Source: an optimization exercise on an open RTL-to-GDS flow (aim: small area and few clock cycles per item). Production flows keep margins and buffers that such runs may drop.
In this exercise RTL edits were held to simulation tests only and were not proved equivalent to the original.
Power and IR drop assume default switching activity.

**run.sh**
```bash
#!/bin/bash
# synth_recipe.tcl (not shown) runs the flow's synth.tcl, then flattens the netlist and writes it again
# the make line also repeats each setting of config.mk as NAME=value (left out here)
make -C /OpenROAD-flow-scripts/flow DESIGN_CONFIG=/design/flow/config.mk WORK_HOME=/design/flow/orfs CLKGATE_MAP_FILE= SYNTH_SCRIPT=/design/flow/synth_recipe.tcl finish
```
**config.mk**
```make
export PLATFORM = sky130hd
export DESIGN_NAME = bucketed_hash_set
export DESIGN_NICKNAME = bucketed_hash_set
export VERILOG_FILES = /design/flow/design.v
export SDC_FILE = /design/flow/constraint.sdc
export NUM_CORES = 4
export LEC_CHECK = 0
export CAP_MARGIN = 20
export CORE_MARGIN = 2
export CORE_UTILIZATION = 40
export SLEW_MARGIN = 20
```
**constraint.sdc**
```tcl
create_clock -name core_clock -period 10.0 [get_ports {i_clk}]
set_input_delay 2.0000 -clock core_clock [delete_from_list [all_inputs] [get_ports {i_clk}]]
set_output_delay 2.0000 -clock core_clock [all_outputs]
set_load 0.01 [all_outputs]
```
**design.v**
```verilog
`timescale 1ns / 1ps
package bhs_pkg;
    localparam int DEF_BUCKET_COUNT     = 10;
    localparam int DEF_SLOTS_PER_BUCKET = 8;
    localparam int KEY_W = 31;
    localparam int CMD_W = 2;
    localparam int STS_W = 2;
    localparam logic [CMD_W-1:0] CMD_FIND   = 2'd0;
    localparam logic [CMD_W-1:0] CMD_INSERT = 2'd1;
    localparam logic [CMD_W-1:0] CMD_DELETE = 2'd2;
    localparam logic [STS_W-1:0] ST_OK   = 2'd0;
    localparam logic [STS_W-1:0] ST_MISS = 2'd1;
    localparam logic [STS_W-1:0] ST_FULL = 2'd2;
    typedef struct packed {
        logic [STS_W-1:0] status;
        logic             row_we;
    } t_upd_ctl;
    typedef enum logic {
        CLR_SWEEP,
        CLR_DONE
    } t_clr_state;
endpackage
`timescale 1ns / 1ps
import bhs_pkg::*;
module bhs_bucket_calc #(
    parameter int BUCKET_COUNT = DEF_BUCKET_COUNT
) (
    input  logic             i_clk,
    input  logic             i_s1_load,
    input  logic             i_s2_load,
    input  logic [CMD_W-1:0] i_cmd,
    input  logic [KEY_W-1:0] i_key,
    output logic [CMD_W-1:0] o_cmd,
    output logic [KEY_W-1:0] o_key,
    output logic [(BUCKET_COUNT > 1 ? $clog2(BUCKET_COUNT) : 1)-1:0] o_bucket
);
    localparam int BKT_W  = (BUCKET_COUNT > 1) ? $clog2(BUCKET_COUNT) : 1;
    localparam int RCP_SH = $clog2(BUCKET_COUNT);
    localparam int RCP_W  = KEY_W + 2;
    localparam int PROD_W = KEY_W + RCP_W;
    localparam logic [63:0] RECIP_FULL =
        ((64'd1 << (KEY_W + RCP_SH)) / 64'(BUCKET_COUNT)) + 64'd1;
    localparam logic [RCP_W-1:0] RECIP = RECIP_FULL[RCP_W-1:0];
    logic [CMD_W-1:0]  r1_cmd;
    logic [KEY_W-1:0]  r1_key;
    logic [CMD_W-1:0]  r2_cmd;
    logic [KEY_W-1:0]  r2_key;
    logic [KEY_W-1:0]  r2_quot;
    logic [PROD_W-1:0] w_prod;
    logic [KEY_W-1:0]  n_quot;
    logic [KEY_W-1:0]  w_qd;
    logic [KEY_W-1:0]  w_rem;
    always_ff @(posedge i_clk) begin
        if (i_s1_load) begin
            r1_cmd <= i_cmd;
            r1_key <= i_key;
        end
    end
    assign w_prod = PROD_W'(r1_key) * PROD_W'(RECIP);
    assign n_quot = KEY_W'(w_prod >> (KEY_W + RCP_SH));
    always_ff @(posedge i_clk) begin
        if (i_s2_load) begin
            r2_cmd  <= r1_cmd;
            r2_key  <= r1_key;
            r2_quot <= n_quot;
        end
    end
    assign w_qd  = r2_quot * KEY_W'(BUCKET_COUNT);
    assign w_rem = r2_key - w_qd;
    assign o_cmd    = r2_cmd;
    assign o_key    = r2_key;
    assign o_bucket = w_rem[BKT_W-1:0];
endmodule
`timescale 1ns / 1ps
import bhs_pkg::*;
module bhs_row_store #(
    parameter int BUCKET_COUNT     = DEF_BUCKET_COUNT,
    parameter int SLOTS_PER_BUCKET = DEF_SLOTS_PER_BUCKET
) (
    input  logic                                 i_clk,
    input  logic                                 i_rst_n,
    input  logic                                 i_rd_en,
    input  logic [(BUCKET_COUNT > 1 ? $clog2(BUCKET_COUNT) : 1)-1:0] i_rd_addr,
    input  logic                                 i_wr_en,
    input  logic [(BUCKET_COUNT > 1 ? $clog2(BUCKET_COUNT) : 1)-1:0] i_wr_addr,
    input  logic [SLOTS_PER_BUCKET*KEY_W-1:0]    i_wr_keys,
    input  logic [SLOTS_PER_BUCKET-1:0]          i_wr_valid,
    output logic [SLOTS_PER_BUCKET*KEY_W-1:0]    o_rd_keys,
    output logic [SLOTS_PER_BUCKET-1:0]          o_rd_valid,
    output logic                                 o_ready
);
    localparam int BKT_W = (BUCKET_COUNT > 1) ? $clog2(BUCKET_COUNT) : 1;
    localparam int ROW_W = SLOTS_PER_BUCKET * KEY_W;
    logic [ROW_W-1:0]            mem_keys  [BUCKET_COUNT];
    logic [SLOTS_PER_BUCKET-1:0] mem_valid [BUCKET_COUNT];
    logic [ROW_W-1:0]            r_rd_keys;
    logic [SLOTS_PER_BUCKET-1:0] r_rd_valid;
    logic                        r_fwd_hit;
    logic [ROW_W-1:0]            r_fwd_keys;
    logic [SLOTS_PER_BUCKET-1:0] r_fwd_valid;
    bhs_pkg::t_clr_state                  r_clr_state;
    bhs_pkg::t_clr_state                  n_clr_state;
    logic [BKT_W-1:0]            r_clr_addr, n_clr_addr;
    logic                        w_v_we;
    logic [BKT_W-1:0]            w_v_addr;
    logic [SLOTS_PER_BUCKET-1:0] w_v_data;
    always_ff @(posedge i_clk) begin
        if (i_wr_en) begin
            mem_keys[i_wr_addr] <= i_wr_keys;
        end
        if (i_rd_en) begin
            r_rd_keys <= mem_keys[i_rd_addr];
        end
    end
    always_comb begin
        if (r_clr_state == CLR_SWEEP) begin
            w_v_we   = 1'b1;
            w_v_addr = r_clr_addr;
            w_v_data = '0;
        end else begin
            w_v_we   = i_wr_en;
            w_v_addr = i_wr_addr;
            w_v_data = i_wr_valid;
        end
    end
    always_ff @(posedge i_clk) begin
        if (w_v_we) begin
            mem_valid[w_v_addr] <= w_v_data;
        end
        if (i_rd_en) begin
            r_rd_valid <= mem_valid[i_rd_addr];
        end
    end
    always_ff @(posedge i_clk) begin
        if (!i_rst_n) begin
            r_fwd_hit <= 1'b0;
        end else if (i_rd_en) begin
            r_fwd_hit <= i_wr_en && (i_wr_addr == i_rd_addr);
        end
    end
    always_ff @(posedge i_clk) begin
        if (i_rd_en) begin
            r_fwd_keys  <= i_wr_keys;
            r_fwd_valid <= i_wr_valid;
        end
    end
    assign o_rd_keys  = r_fwd_hit ? r_fwd_keys  : r_rd_keys;
    assign o_rd_valid = r_fwd_hit ? r_fwd_valid : r_rd_valid;
    always_ff @(posedge i_clk) begin
        if (!i_rst_n) begin
            r_clr_state <= CLR_SWEEP;
            r_clr_addr  <= '0;
        end else begin
            r_clr_state <= n_clr_state;
            r_clr_addr  <= n_clr_addr;
        end
    end
    always_comb begin
        n_clr_state = r_clr_state;
        n_clr_addr  = r_clr_addr;
        o_ready     = 1'b0;
        case (r_clr_state)
            CLR_SWEEP: begin
                n_clr_addr = r_clr_addr + 1'b1;
                if (r_clr_addr == BKT_W'(BUCKET_COUNT - 1)) begin
                    n_clr_state = CLR_DONE;
                end
            end
            CLR_DONE: begin
                o_ready = 1'b1;
            end
            default: begin
                n_clr_state = CLR_SWEEP;
                n_clr_addr  = '0;
            end
        endcase
    end
endmodule
`timescale 1ns / 1ps
import bhs_pkg::*;
module bhs_update #(
    parameter int SLOTS_PER_BUCKET = DEF_SLOTS_PER_BUCKET
) (
    input  logic [CMD_W-1:0]                  i_cmd,
    input  logic [KEY_W-1:0]                  i_key,
    input  logic [SLOTS_PER_BUCKET*KEY_W-1:0] i_row_keys,
    input  logic [SLOTS_PER_BUCKET-1:0]       i_row_valid,
    output bhs_pkg::t_upd_ctl                     o_ctl,
    output logic [SLOTS_PER_BUCKET*KEY_W-1:0] o_new_keys,
    output logic [SLOTS_PER_BUCKET-1:0]       o_new_valid
);
    logic [SLOTS_PER_BUCKET-1:0]       w_hit;
    logic [SLOTS_PER_BUCKET-1:0]       w_free;
    logic [SLOTS_PER_BUCKET-1:0]       w_first;
    logic [SLOTS_PER_BUCKET*KEY_W-1:0] w_ins_keys;
    logic                              w_hit_any;
    logic                              w_full;
    always_comb begin
        for (int s = 0; s < SLOTS_PER_BUCKET; s++) begin
            w_hit[s] = i_row_valid[s] && (i_row_keys[s*KEY_W +: KEY_W] == i_key);
        end
    end
    assign w_free    = ~i_row_valid;
    assign w_first   = w_free & (~w_free + SLOTS_PER_BUCKET'(1));
    assign w_hit_any = |w_hit;
    assign w_full    = ~|w_free;
    always_comb begin
        for (int s = 0; s < SLOTS_PER_BUCKET; s++) begin
            w_ins_keys[s*KEY_W +: KEY_W] = w_first[s] ? i_key : i_row_keys[s*KEY_W +: KEY_W];
        end
    end
    always_comb begin
        o_ctl.status = ST_MISS;
        o_ctl.row_we = 1'b0;
        o_new_keys   = i_row_keys;
        o_new_valid  = i_row_valid;
        case (i_cmd)
            CMD_FIND: begin
                o_ctl.status = w_hit_any ? ST_OK : ST_MISS;
            end
            CMD_INSERT: begin
                if (w_hit_any) begin
                    o_ctl.status = ST_MISS;
                end else if (w_full) begin
                    o_ctl.status = ST_FULL;
                end else begin
                    o_ctl.status = ST_OK;
                    o_ctl.row_we = 1'b1;
                    o_new_keys   = w_ins_keys;
                    o_new_valid  = i_row_valid | w_first;
                end
            end
            CMD_DELETE: begin
                if (w_hit_any) begin
                    o_ctl.status = ST_OK;
                    o_ctl.row_we = 1'b1;
                    o_new_valid  = i_row_valid & ~w_hit;
                end
            end
            default: begin
                o_ctl.status = ST_MISS;
            end
        endcase
    end
endmodule
`timescale 1ns / 1ps
import bhs_pkg::*;
module bucketed_hash_set #(
    parameter int BUCKET_COUNT     = DEF_BUCKET_COUNT,
    parameter int SLOTS_PER_BUCKET = DEF_SLOTS_PER_BUCKET
) (
    input  logic      i_clk,
    input  logic      i_rst_n,
    input  logic             i_req_valid,
    output logic             o_req_ready,
    input  logic [CMD_W-1:0] i_req_command,
    input  logic [KEY_W-1:0] i_req_key,
    output logic             o_rsp_valid,
    input  logic             i_rsp_ready,
    output logic [STS_W-1:0] o_rsp_status
);
    localparam int BKT_W = (BUCKET_COUNT > 1) ? $clog2(BUCKET_COUNT) : 1;
    localparam int ROW_W = SLOTS_PER_BUCKET * KEY_W;
    logic r_v1, r_v2, r_v3, r_out_v;
    logic n_v1, n_v2, n_v3, n_out_v;
    logic [STS_W-1:0] r_out_status;
    logic [CMD_W-1:0] r3_cmd;
    logic [KEY_W-1:0] r3_key;
    logic [BKT_W-1:0] r3_bucket;
    logic w_free_out, w_mv1, w_mv2, w_mv3, w_take1, w_take2, w_take3, w_acc;
    logic w_store_ready;
    logic w_wr_en;
    logic [CMD_W-1:0]            w2_cmd;
    logic [KEY_W-1:0]            w2_key;
    logic [BKT_W-1:0]            w2_bucket;
    logic [ROW_W-1:0]            w_rd_keys;
    logic [SLOTS_PER_BUCKET-1:0] w_rd_valid;
    logic [ROW_W-1:0]            w_new_keys;
    logic [SLOTS_PER_BUCKET-1:0] w_new_valid;
    bhs_pkg::t_upd_ctl                  w_upd;
    assign w_free_out = !r_out_v || i_rsp_ready;
    assign w_mv3      = r_v3 && w_free_out;
    assign w_take3    = !r_v3 || w_mv3;
    assign w_mv2      = r_v2 && w_take3;
    assign w_take2    = !r_v2 || w_mv2;
    assign w_mv1      = r_v1 && w_take2;
    assign w_take1    = !r_v1 || w_mv1;
    assign o_req_ready = w_take1 && w_store_ready;
    assign w_acc       = i_req_valid && o_req_ready;
    assign n_v1    = w_acc || (r_v1 && !w_mv1);
    assign n_v2    = w_mv1 || (r_v2 && !w_mv2);
    assign n_v3    = w_mv2 || (r_v3 && !w_mv3);
    assign n_out_v = w_mv3 || (r_out_v && !i_rsp_ready);
    always_ff @(posedge i_clk) begin
        if (!i_rst_n) begin
            r_v1    <= 1'b0;
            r_v2    <= 1'b0;
            r_v3    <= 1'b0;
            r_out_v <= 1'b0;
        end else begin
            r_v1    <= n_v1;
            r_v2    <= n_v2;
            r_v3    <= n_v3;
            r_out_v <= n_out_v;
        end
    end
    bhs_bucket_calc #(
        .BUCKET_COUNT (BUCKET_COUNT)
    ) u_calc (
        .i_clk     (i_clk),
        .i_s1_load (w_acc),
        .i_s2_load (w_mv1),
        .i_cmd     (i_req_command),
        .i_key     (i_req_key),
        .o_cmd     (w2_cmd),
        .o_key     (w2_key),
        .o_bucket  (w2_bucket)
    );
    always_ff @(posedge i_clk) begin
        if (w_mv2) begin
            r3_cmd    <= w2_cmd;
            r3_key    <= w2_key;
            r3_bucket <= w2_bucket;
        end
    end
    assign w_wr_en = w_mv3 && w_upd.row_we;
    bhs_row_store #(
        .BUCKET_COUNT     (BUCKET_COUNT),
        .SLOTS_PER_BUCKET (SLOTS_PER_BUCKET)
    ) u_store (
        .i_clk      (i_clk),
        .i_rst_n    (i_rst_n),
        .i_rd_en    (w_mv2),
        .i_rd_addr  (w2_bucket),
        .i_wr_en    (w_wr_en),
        .i_wr_addr  (r3_bucket),
        .i_wr_keys  (w_new_keys),
        .i_wr_valid (w_new_valid),
        .o_rd_keys  (w_rd_keys),
        .o_rd_valid (w_rd_valid),
        .o_ready    (w_store_ready)
    );
    bhs_update #(
        .SLOTS_PER_BUCKET (SLOTS_PER_BUCKET)
    ) u_update (
        .i_cmd       (r3_cmd),
        .i_key       (r3_key),
        .i_row_keys  (w_rd_keys),
        .i_row_valid (w_rd_valid),
        .o_ctl       (w_upd),
        .o_new_keys  (w_new_keys),
        .o_new_valid (w_new_valid)
    );
    always_ff @(posedge i_clk) begin
        if (w_mv3) begin
            r_out_status <= w_upd.status;
        end
    end
    assign o_rsp_valid  = r_out_v;
    assign o_rsp_status = r_out_status;
endmodule
```
==> run notes <==
## flip-flops by register name, indices dropped and copies added, names as in the netlist, 3 cells and up
register             flops
u_calc.r1_key           31
u_store.r_clr_addr       4
u_store.r_rd_valid       8
u_store.r_fwd_valid      8
u_calc.r2_key           31
r3_key                  31
u_store.mem_keys      2480
u_store.r_rd_keys      248
u_store.mem_valid       80
u_calc.r2_quot           3
u_store.r_fwd_keys     248
r3_bucket                3
## metrics by stage
step	setup slack (ns)	setup TNS [ns]	std cells
detailed placement	2.52	0	11100
CTS	2.49	0	11600
global route	2.05	0	11600
global placement	2.45	0	11100
finish	2.56	0	11600
floorplan	-3.71	-7831.20	6865
## cells by family after synthesis
kind of cell	synth area share, %
adders and majority gates	4.47
muxes	14.2
and+or+nand+nor	2.24
xor gates and xnor gates	1.84
DFF	72.2
AOI/OAI and AO/OA	3.01
buffers and inverters	1.98
## where the power goes
part / internal (uW) / total, uW / switching, uW
registers: 14500 / 14500 / 4.00
clock network: 6830 / 11800 / 4950
logic: 56.0 / 122 / 65.7
total: 21400 / 26400 / 5020
## routing by layer
layer	global-route usage (%)	vias to the layer above	share of wire, %
met5	0	-	0
met4	6.12	0	3.2
met3	2.65	441	5.6
met2	32.9	1929	50
met1	26.6	34600	42
li1	-	27600	-
## critical path, cell delays in order (launching register included)
cell and delay, ns:
edfxtp_1 0.59, ha_1 0.25, inv_1 0.07, fa_1 0.53
fa_1 0.53, inv_1 0.07, fa_1 0.61, inv_1 0.16
fa_1 0.52, inv_1 0.06, fa_1 0.49, fa_1 0.49
inv_1 0.06, fa_1 0.50, inv_1 0.05, ha_1 0.26
nand3_1 0.08, nor3_1 0.24, o211ai_1 0.14, nor3_1 0.28
o21ai_0 0.20, a21boi_0 0.48, a311o_1 0.30, a21oi_1 0.09
xnor2_1 0.12
## worst paths after layout
path | from | to | slack [ns] | cells past startpoint
hold / removal | u_calc.r2_key[21] | r3_key[21] | 0.42 | 0
hold reg to reg | u_calc.r2_key[21] | r3_key[21] | 0.42 | 0
setup reg to reg | u_calc.r1_key[4] | u_calc.r2_quot[2] | 2.56 | 24
setup / recovery | u_calc.r1_key[4] | u_calc.r2_quot[2] | 2.56 | 24
## cell type report
cell class	instances	area, sq um	share of cell area (%)
Tap cell	4366	5460	3.66
Antenna cell	4	10.0	0.00671
Multi-Input combinational cell	3031	34500	23.1
Timing Repair Buffer	204	2370	1.59
Sequential cell	3189	95700	64.1
Clock inverter	157	1670	1.12
Clock buffer	394	8430	5.65
Inverter	286	1070	0.720
## placed cells by master (no fill, tap or decap), types with 48 or more instances in the layout
cell and count:
inv_1 269, nor2b_1 261, edfxtp_1 3179, mux2i_1 727, fa_1 173, mux4_2 512
a211oi_1 256, clkbuf_1 66, clkinv_1 74, clkbuf_16 326, nor2_1 48, buf_4 105
buf_12 59, xnor2_1 268, a21oi_1 308, ha_1 194
==> reports/qor.yml <==
outcome:
  status: "complete, no violations"
floorplan:
  start_util_pct: 40.1
  ios: 41
  die_area_sq_um: 336000
  dieHeight_um: 579
  chipWidth_um: 579
  row_count: 211
  core_sq_um: 330000
timing:
  setup_viol: 0
  rsz0062_at_grt: "false"
  min_period_over_period_pct: 74.4
  worst_pin_slew_ns: 1.26
  fmax_mhz: 134
  slew_headroom_pct: 15.5
  hold_viol: 0
  holdWs_ns: 0.415
  maxSlewViolCount: 0
  fin_worst_skew_ns: 0.0631
  period_minus_slack_ns: 7.44
min_path:
  hp-class: "reg2reg"
detailed_routing:
  drtAntennaViolNets: 0
  drt_iter0_drc: 5882
  drt-total-wl_um: 330000
  wl_per_cell_um: 28.4
  drc: 0
  via_count: 64600
  firstDrtPassIters: 5
  routed_via_density: 5.55
cells_and_area:
  fin_nets: 7437
  syn_to_final_growth_pct: 12.6
  stdcell_area_sq_um: 149000
  drive_gt1_share_pct: 16.1
  utilization_pct: 45.2
  nFillCells: 27700
synthesis:
  yosysWarnings: 4
  synthFlopType: "edfxtp_1"
  synthesis.area_sq_um: 132000
  synth_edf_count: 3179
  synth_common_cells: "edfxtp_1, mux2i_1, mux4_2"
  yosys-top-cells-area: "edfxtp_1, mux4_2, mux2i_1, fa_1, ha_1"
  yosysMostFrequentCell: "edfxtp_1"
  synth.top_cell.area_share_pct: 72.1
  syn_avg_cell_area_sq_um: 19.3
  synth_nets: 7271
  syn_inst: 6865
  ys_types: 57
  ys_async_sr_fraction_pct: 0
  yosysTopAreaCell: "edfxtp_1"
  yosys_register_bits: 3189
  ys_seq_area_share_pct: 72.2
cts:
  h-tree-depth: 5
  clock_path_buffers: 4
  cts_root_buf: "clkbuf_16"
  cts_tree: "built"
  post_cts_buffers: 0
  cts_hold_buf: 0
  cts_buffers: 319
  insertion_delay_ns: 0.90
  cts.sinks: 3189
  clk_pin_slew_ns: 0.06
  cts_resized: 0
global_routing:
  grt_pass1_vias: 66700
  grt_overflow: 0
  grt_pass1_wl_um: 478000
  antenna_found_initial: 8
  grt_max_degree: 134
  grtUsageTotal_pct: 19.6
placed_design:
  portBuffers: 40
  gp_congestion: 0.827
  place.detailed.hpwl_um: 185000
  placed_area_sq_um: 139000
power_and_ir_drop:
  finalPower_uw: 26400
  p_leak_uw: 0.0478
  vdd_drop_max_mv: 0.133
  pwr_density_cell_nw_per_um2: 177
worst_setup_path:
  start_kind: "flip-flop"
  cp-end-kind: "flip-flop"
  cp_max_fo: 7
  cp.required_ns: 10.62
  crit_type: "reg2reg"
  arrival_ns: 8.06
job:
  drv_cap: 0
Testbench counts, summed over its fixed seeds: cycles 24,112, items 24,000.

## port drivers added, routing unchanged
The flow's constraints put no driver on any port. The routed layout listed below was extracted and timed again, unchanged, in two steps.
Step 1 assumes that a clkbuf_16 drives the clock port and a buf_2 every other input.
Step 2 moves the port delays by t, midway between the first and last clock arrival at a register: inputs arrive t later, outputs are due t later. That takes back most of the time a late clock gives input paths.
a / b / c = ideal / step 1 / step 2; a / b = the first two.
t, ns: 0.975
setup slack, ns: 2.558 / 2.558 / 2.558
worst register clock-pin slew, ns: 0.07 / 0.07
After both steps setup and hold are still met in this run. For this run, drivers alone change the setup slack by 0.000 ns; drivers and shift together by 0.000 ns.
